Context: an optimization exercise on an open-source flow, tuned for small area. The choices shown serve that exercise and are no tape-out recipe.
The RTL was checked by simulation tests, not by an equivalence proof against the original design.

## 11-01
Design lost_chanbank, start of the top module:
module lost_chanbank #(
    parameter int NCHAN      = 8,
    parameter int FILT_LEN   = 3,
    parameter int DEPTH_LOG2 = 4,
    localparam int CHW       = $clog2(NCHAN)
) (
    input  logic                  clk,
    input  logic                  rstn,
    input  logic [NCHAN-1:0]      datain,
    input  logic [2*NCHAN-1:0]    edgemode,
    input  logic [63:0]           counterin,
    input  logic                  unload,
    input  logic [2:0]            byteaddr,
    input  logic [NCHAN-1:0]      clearoverrun,
    input  logic [CHW-1:0]        dropsel,
    output logic [7:0]            dataout,
    output logic [DEPTH_LOG2:0]   itemsinfifo,
    output logic [NCHAN-1:0]      overrun,
    output logic [7:0]            dropcnt,
    output logic                  attention
);
    localparam int TSW     = 63 - CHW;
    localparam int WW      = TSW + CHW + 1;      
    localparam int PW      = TSW + 1;            
    localparam int DEPTH   = 1 << DEPTH_LOG2;
    localparam int STARTUP = FILT_LEN + 4;
    localparam int SUW     = $clog2(STARTUP + 1);
    logic [SUW-1:0] st_cnt;
    logic           startup_evt, det_en;
    assign startup_evt = (st_cnt == SUW'(STARTUP - 1));
    assign det_en      = (st_cnt == SUW'(STARTUP));
    always_ff @(posedge clk or negedge rstn) begin
        if (!rstn)
            st_cnt <= '0;
        else if (!det_en)
            st_cnt <= st_cnt + 1'b1;
    end
    logic [NCHAN-1:0][1:0]          sync;
    logic [NCHAN-1:0][FILT_LEN-1:0] taps;
    logic [NCHAN-1:0]               filt, filt_q, evt, drop, ld;
    logic [NCHAN-1:0]               pend_v, gnt_oh;
  ...
==> module lost_chanbank, before the edit <==
module lost_chanbank #(
    parameter int NCHAN      = 8,
    parameter int FILT_LEN   = 3,
    parameter int DEPTH_LOG2 = 4,
    localparam int CHW       = $clog2(NCHAN)
) (
    input  logic                  clk,
    input  logic                  rstn,
    input  logic [NCHAN-1:0]      datain,
    input  logic [2*NCHAN-1:0]    edgemode,
    input  logic [63:0]           counterin,
    input  logic                  unload,
    input  logic [2:0]            byteaddr,
    input  logic [NCHAN-1:0]      clearoverrun,
    input  logic [CHW-1:0]        dropsel,
    output logic [7:0]            dataout,
    output logic [DEPTH_LOG2:0]   itemsinfifo,
    output logic [NCHAN-1:0]      overrun,
    output logic [7:0]            dropcnt,
    output logic                  attention
);
    localparam int TSW     = 63 - CHW;
    localparam int WW      = TSW + CHW + 1;      
    localparam int PW      = TSW + 1;            
    localparam int DEPTH   = 1 << DEPTH_LOG2;
    localparam int STARTUP = FILT_LEN + 4;
    localparam int SUW     = $clog2(STARTUP + 1);
    logic [SUW-1:0] st_cnt;
    logic           startup_evt, det_en;
    assign startup_evt = (st_cnt == SUW'(STARTUP - 1));
    assign det_en      = (st_cnt == SUW'(STARTUP));
    always_ff @(posedge clk or negedge rstn) begin
        if (!rstn)
            st_cnt <= '0;
        else if (!det_en)
            st_cnt <= st_cnt + 1'b1;
    end
    logic [NCHAN-1:0][1:0]          sync;
    logic [NCHAN-1:0][FILT_LEN-1:0] taps;
    logic [NCHAN-1:0]               filt, filt_q, evt, drop, ld;
    logic [NCHAN-1:0]               pend_v, gnt_oh;
    logic [NCHAN-1:0][PW-1:0]       pend;       
    always_ff @(posedge clk or negedge rstn) begin
        if (!rstn) begin
            sync   <= '0;
            taps   <= '0;
            filt   <= '0;
            filt_q <= '0;
            pend_v <= '0;
        end else begin
            for (int c = 0; c < NCHAN; c++) begin
                sync[c] <= {sync[c][0], datain[c]};
                taps[c] <= {taps[c][FILT_LEN-2:0], sync[c][1]};
                if (&taps[c])
                    filt[c] <= 1'b1;
                else if (~|taps[c])
                    filt[c] <= 1'b0;
                pend_v[c] <= ld[c] | (pend_v[c] & ~gnt_oh[c]);
            end
            filt_q <= filt;
        end
    end
    always_comb begin
        for (int c = 0; c < NCHAN; c++) begin
            if (startup_evt)
                evt[c] = |edgemode[2*c +: 2];
            else
                evt[c] = det_en & ((edgemode[2*c] & filt[c] & ~filt_q[c]) |
                                   (edgemode[2*c+1] & ~filt[c] & filt_q[c]));
            ld[c]   = evt[c] & (~pend_v[c] | gnt_oh[c]);
            drop[c] = evt[c] & pend_v[c] & ~gnt_oh[c];
        end
    end
    logic [NCHAN-1:0][PW-1:0] pend_nxt;
    for (genvar c = 0; c < NCHAN; c++) begin : g_pend
        lcb_hold #(.W(PW)) u_hold (
            .q(pend[c]), .d_n(~{counterin[TSW-1:0], filt[c]}), .hold(~ld[c]), .y(pend_nxt[c]));
    end
    always_ff @(posedge clk)
        pend <= pend_nxt;
    logic [CHW-1:0]        rr, gnt_idx;
    logic                  gnt_v, full, empty, can_wr, pop;
    logic [DEPTH_LOG2:0]   count;
    logic [DEPTH_LOG2-1:0] wptr, rptr;
    assign full   = count[DEPTH_LOG2];
    assign empty  = (count == '0);
    assign can_wr = !full || unload;    
    assign pop    = unload && !empty;
    always_comb begin
        logic [CHW-1:0] cand;
        gnt_v   = 1'b0;
        gnt_idx = '0;
        for (int i = 0; i < NCHAN; i++) begin
            cand = rr + CHW'(i);
            if (!gnt_v && pend_v[cand]) begin
                gnt_v   = 1'b1;
                gnt_idx = cand;
            end
        end
        gnt_v  = gnt_v & can_wr;
        gnt_oh = '0;
        if (gnt_v)
            gnt_oh[gnt_idx] = 1'b1;
    end
    logic [PW-1:0] wr_pay_n;
    for (genvar i = 0; i < PW; i++) begin : g_wr
        logic [2:0] part_n;
        lcb_ao3n u_a (.s(gnt_oh[2:0]), .v({pend[2][i], pend[1][i], pend[0][i]}), .y_n(part_n[0]));
        lcb_ao3n u_b (.s(gnt_oh[5:3]), .v({pend[5][i], pend[4][i], pend[3][i]}), .y_n(part_n[1]));
        lcb_ao2n u_c (.s(gnt_oh[7:6]), .v({pend[7][i], pend[6][i]}), .y_n(part_n[2]));
        assign wr_pay_n[i] = &part_n;
    end
    logic [DEPTH-1:0][WW-1:0] mem, mem_nxt;
    always_ff @(posedge clk or negedge rstn) begin
        if (!rstn) begin
            wptr      <= '0;
            rptr      <= '0;
            count     <= '0;
            rr        <= '0;
            overrun   <= '0;
            attention <= 1'b0;
        end else begin
            if (gnt_v) begin
                wptr <= wptr + 1'b1;
                rr   <= gnt_idx + 1'b1;
            end
            if (pop)
                rptr <= rptr + 1'b1;
            case ({gnt_v, pop})
                2'b10:   count <= count + 1'b1;
                2'b01:   count <= count - 1'b1;
                default: ;
            endcase
            overrun   <= (overrun & ~clearoverrun) | drop;
            attention <= !empty || (|overrun);
        end
    end
    logic [WW-1:0] wr_word_n;
    assign wr_word_n = {wr_pay_n[PW-1:1], ~gnt_idx, wr_pay_n[0]};
    for (genvar w = 0; w < DEPTH; w++) begin : g_word
        lcb_hold #(.W(WW)) u_hold (
            .q(mem[w]), .d_n(wr_word_n), .hold(~(gnt_v && wptr == DEPTH_LOG2'(w))), .y(mem_nxt[w]));
    end
    always_ff @(posedge clk)
        mem <= mem_nxt;
    localparam int NB = DEPTH * WW / 8;         
    localparam int NG = (NB + 2) / 3;           
    logic [NB-1:0] rsel;
    always_comb
        for (int j = 0; j < NB; j++)
            rsel[j] = (rptr == DEPTH_LOG2'(j / (WW/8))) && (byteaddr == 3'(j % (WW/8)));
    for (genvar b = 0; b < 8; b++) begin : g_dout
        logic [NB-1:0] lane;
        logic [NG-1:0] grp_n;
        for (genvar j = 0; j < NB; j++) begin : g_lane
            assign lane[j] = mem[j / (WW/8)][8*(j % (WW/8)) + b];
        end
        for (genvar g = 0; g < NB / 3; g++) begin : g_grp
            lcb_ao3n u_g (.s(rsel[3*g +: 3]), .v(lane[3*g +: 3]), .y_n(grp_n[g]));
        end
        if (NB % 3 == 2) begin : g_tail
            lcb_ao2n u_t (.s(rsel[NB-2 +: 2]), .v(lane[NB-2 +: 2]), .y_n(grp_n[NG-1]));
        end
        lcb_nandn #(.N(NG)) u_or (.a(grp_n), .y(dataout[b]));
    end
    assign itemsinfifo = count;
    logic [NCHAN-1:0][7:0] dcnt;
    always_ff @(posedge clk or negedge rstn) begin
        if (!rstn) begin
            dcnt <= '0;
        end else begin
            for (int i = 0; i < NCHAN; i++) begin
                if (clearoverrun[i])
                    dcnt[i] <= drop[i] ? 8'd1 : 8'd0;
                else if (drop[i] && dcnt[i] != 8'hff)
                    dcnt[i] <= dcnt[i] + 1'b1;
            end
        end
    end
    assign dropcnt = dcnt[dropsel];
endmodule
Settings: LEC_CHECK=0, CAP_MARGIN=20, CORE_MARGIN=2, CORE_UTILIZATION=45, SLEW_MARGIN=20, SYNTH_HIERARCHICAL=1; clock period 8.0 ns.
standard.sh (not shown) runs the stock make flow with config.mk's settings and CLKGATE_MAP_FILE= SYNTH_SCRIPT=/design/flow/synth_recipe.tcl, a recipe that flattens the netlist after the stock synthesis.
==> flow/flow/run.sh <==
#!/bin/bash
# The standard layout (standard.sh, with the standard synthesis unchanged) plus:
#  - flow/downsize.tcl before floorplanning: each cell gets the smallest variant of its family,
#    and the repair steps size up again where timing, slew or capacitance need it;
#  - a clock tree of small buffers without dummy loads;
#  - plain buf_1 cells as the port buffers;
# make's full output goes to flow_make.log; ORFS's per-step logs stay under orfs/logs/.
set -euo pipefail
here=$(pwd)
bash standard.sh finish \
  "PRE_FLOORPLAN_TCL=$here/flow/downsize.tcl" \
  "CTS_ARGS=-sink_clustering_enable -repair_clock_nets -dont_use_dummy_load -sink_clustering_size 16 -sink_clustering_max_diameter 50 -buf_list {sky130_fd_sc_hd__clkbuf_4 sky130_fd_sc_hd__clkbuf_8}" \
  "BUFFER_PORTS_ARGS=-buffer_cell sky130_fd_sc_hd__buf_1" \
  > flow_make.log 2>&1
==> flow/flow/downsize.tcl <==
# Before floorplanning: give every standard cell the smallest-area variant of its own family
# (same function and pins, e.g. o21ai_2 -> o21ai_0). Synthesis sizes cells for a fixed guessed
# load; the floorplan's and later repair steps size up again wherever timing, slew or
# capacitance needs it.
set db [ord::get_db]
set block [[$db getChip] getBlock]
set skip {fill tapvpwrvgnd decap diode conb probe probec}
array set best {}
array set best_area {}
foreach lib [$db getLibs] {
  foreach m [$lib getMasters] {
    set n [$m getName]
    if {![regexp {^(sky130_fd_sc_hd__([a-z0-9]+))_([0-9]+)$} $n -> fam base sz]} { continue }
    if {[lsearch -exact $skip $base] >= 0} { continue }
    set a [expr {[$m getWidth] * [$m getHeight]}]
    if {![info exists best($fam)] || $a < $best_area($fam)} {
      set best($fam) $m
      set best_area($fam) $a
    }
  }
}
set n_swapped 0
set saved 0
foreach inst [$block getInsts] {
  set m [$inst getMaster]
  if {![regexp {^(sky130_fd_sc_hd__[a-z0-9]+)_[0-9]+$} [$m getName] -> fam]} { continue }
  if {![info exists best($fam)]} { continue }
  set b $best($fam)
  if {$b eq $m} { continue }
  set a0 [expr {[$m getWidth] * [$m getHeight]}]
  if {$best_area($fam) >= $a0} { continue }
  if {[$inst swapMaster $b]} {
    incr n_swapped
    set saved [expr {$saved + $a0 - $best_area($fam)}]
  }
}
puts [format "downsize: %d cells given a smaller variant, %.1f um2 less" $n_swapped [expr {$saved / 1e6}]]
### 11-01 -> 11-15
diff --git a/flow/design.v b/flow/design.v
--- a/flow/design.v
+++ b/flow/design.v
@@ -83,34 +83,37 @@
     logic [DEPTH_LOG2:0]   count;
     logic [DEPTH_LOG2-1:0] wptr, rptr;
     assign full   = count[DEPTH_LOG2];
     assign empty  = (count == '0);
     assign can_wr = !full || unload;    
     assign pop    = unload && !empty;
+    logic             pick_v;
+    logic [NCHAN-1:0] pick_oh;
     always_comb begin
         logic [CHW-1:0] cand;
-        gnt_v   = 1'b0;
+        pick_v  = 1'b0;
         gnt_idx = '0;
         for (int i = 0; i < NCHAN; i++) begin
             cand = rr + CHW'(i);
-            if (!gnt_v && pend_v[cand]) begin
-                gnt_v   = 1'b1;
+            if (!pick_v && pend_v[cand]) begin
+                pick_v  = 1'b1;
                 gnt_idx = cand;
             end
         end
-        gnt_v  = gnt_v & can_wr;
-        gnt_oh = '0;
-        if (gnt_v)
-            gnt_oh[gnt_idx] = 1'b1;
+        pick_oh = '0;
+        if (pick_v)
+            pick_oh[gnt_idx] = 1'b1;
+        gnt_v  = pick_v & can_wr;
+        gnt_oh = pick_oh & {NCHAN{can_wr}};
     end
     logic [PW-1:0] wr_pay_n;
     for (genvar i = 0; i < PW; i++) begin : g_wr
         logic [2:0] part_n;
-        lcb_ao3n u_a (.s(gnt_oh[2:0]), .v({pend[2][i], pend[1][i], pend[0][i]}), .y_n(part_n[0]));
-        lcb_ao3n u_b (.s(gnt_oh[5:3]), .v({pend[5][i], pend[4][i], pend[3][i]}), .y_n(part_n[1]));
-        lcb_ao2n u_c (.s(gnt_oh[7:6]), .v({pend[7][i], pend[6][i]}), .y_n(part_n[2]));
+        lcb_ao3n u_a (.s(pick_oh[2:0]), .v({pend[2][i], pend[1][i], pend[0][i]}), .y_n(part_n[0]));
+        lcb_ao3n u_b (.s(pick_oh[5:3]), .v({pend[5][i], pend[4][i], pend[3][i]}), .y_n(part_n[1]));
+        lcb_ao2n u_c (.s(pick_oh[7:6]), .v({pend[7][i], pend[6][i]}), .y_n(part_n[2]));
         assign wr_pay_n[i] = &part_n;
     end
     logic [DEPTH-1:0][WW-1:0] mem, mem_nxt;
     always_ff @(posedge clk or negedge rstn) begin
         if (!rstn) begin
             wptr      <= '0;
@@ -174,13 +177,23 @@
                     dcnt[i] <= drop[i] ? 8'd1 : 8'd0;
                 else if (drop[i] && dcnt[i] != 8'hff)
                     dcnt[i] <= dcnt[i] + 1'b1;
             end
         end
     end
-    assign dropcnt = dcnt[dropsel];
+    logic [NCHAN-1:0] dsel;
+    always_comb
+        for (int i = 0; i < NCHAN; i++)
+            dsel[i] = (dropsel == CHW'(i));
+    for (genvar b = 0; b < 8; b++) begin : g_dcnt
+        logic [2:0] part_n;
+        lcb_ao3n u_a (.s(dsel[2:0]), .v({dcnt[2][b], dcnt[1][b], dcnt[0][b]}), .y_n(part_n[0]));
+        lcb_ao3n u_b (.s(dsel[5:3]), .v({dcnt[5][b], dcnt[4][b], dcnt[3][b]}), .y_n(part_n[1]));
+        lcb_ao2n u_c (.s(dsel[7:6]), .v({dcnt[7][b], dcnt[6][b]}), .y_n(part_n[2]));
+        lcb_nandn #(.N(3)) u_or (.a(part_n), .y(dropcnt[b]));
+    end
 endmodule
 module lcb_hold #(
     parameter int W = 1
 ) (
     input  logic [W-1:0] q,
     input  logic [W-1:0] d_n,
### Flow results
The final layouts of 11-15 and 11-01 pass the timing, DRC and antenna checks. Worst setup path startpoint = byteaddr[0]: 11-15; worst setup path startpoint = rr[0]$_DFFE_PN0N_: 11-01. Going from 11-01 to 11-15, the critical path depth was found to have gone down by 10. Against 11-01 as the reference, 11-15 delivers a higher initial core utilization. 11-15 vs. 11-01: routed wire length rose about 0.54%, post-detailed-placement cell area fell 0.40%, hold slack fell 0.014 ns. The synthesized cell count on 11-15 is in line with that on 11-01.

static timing again, ports no longer ideal:
How much do the figures lean on ideal ports? The routed layouts below were timed once more, with nothing changed but the port constraints.
Step 1 (the two cells are an assumption about what drives the block):
set clk [get_ports {clk}]
set_driving_cell -lib_cell sky130_fd_sc_hd__clkbuf_16 $clk
set_driving_cell -lib_cell sky130_fd_sc_hd__buf_2 [delete_from_list [all_inputs] $clk]
Step 2, shift: input delay + t, output delay - t, t = (earliest + latest rising clock arrival at the registers) / 2. This alone moves slack from input paths to output paths.
a / b / c = ideal ports / drivers / drivers and shift; a / b = the first two.
run | shift t [ns] | slack for setup (ns) | worst setup path at the end | worst data-port slew with drivers (ns) | pins driven straight from the clock port
11-01 | 0.966 | 0.279 / 0.279 / 0.279 | register to register | 0.07 | 1
11-15 | 0.987 | 1.187 / 1.082 / 1.082 | input to output | 0.12 | 1
After both steps setup and hold are still met in every run listed. For 11-15, which loses most, drivers alone change the setup slack by -0.105 ns; drivers and shift together by -0.105 ns.
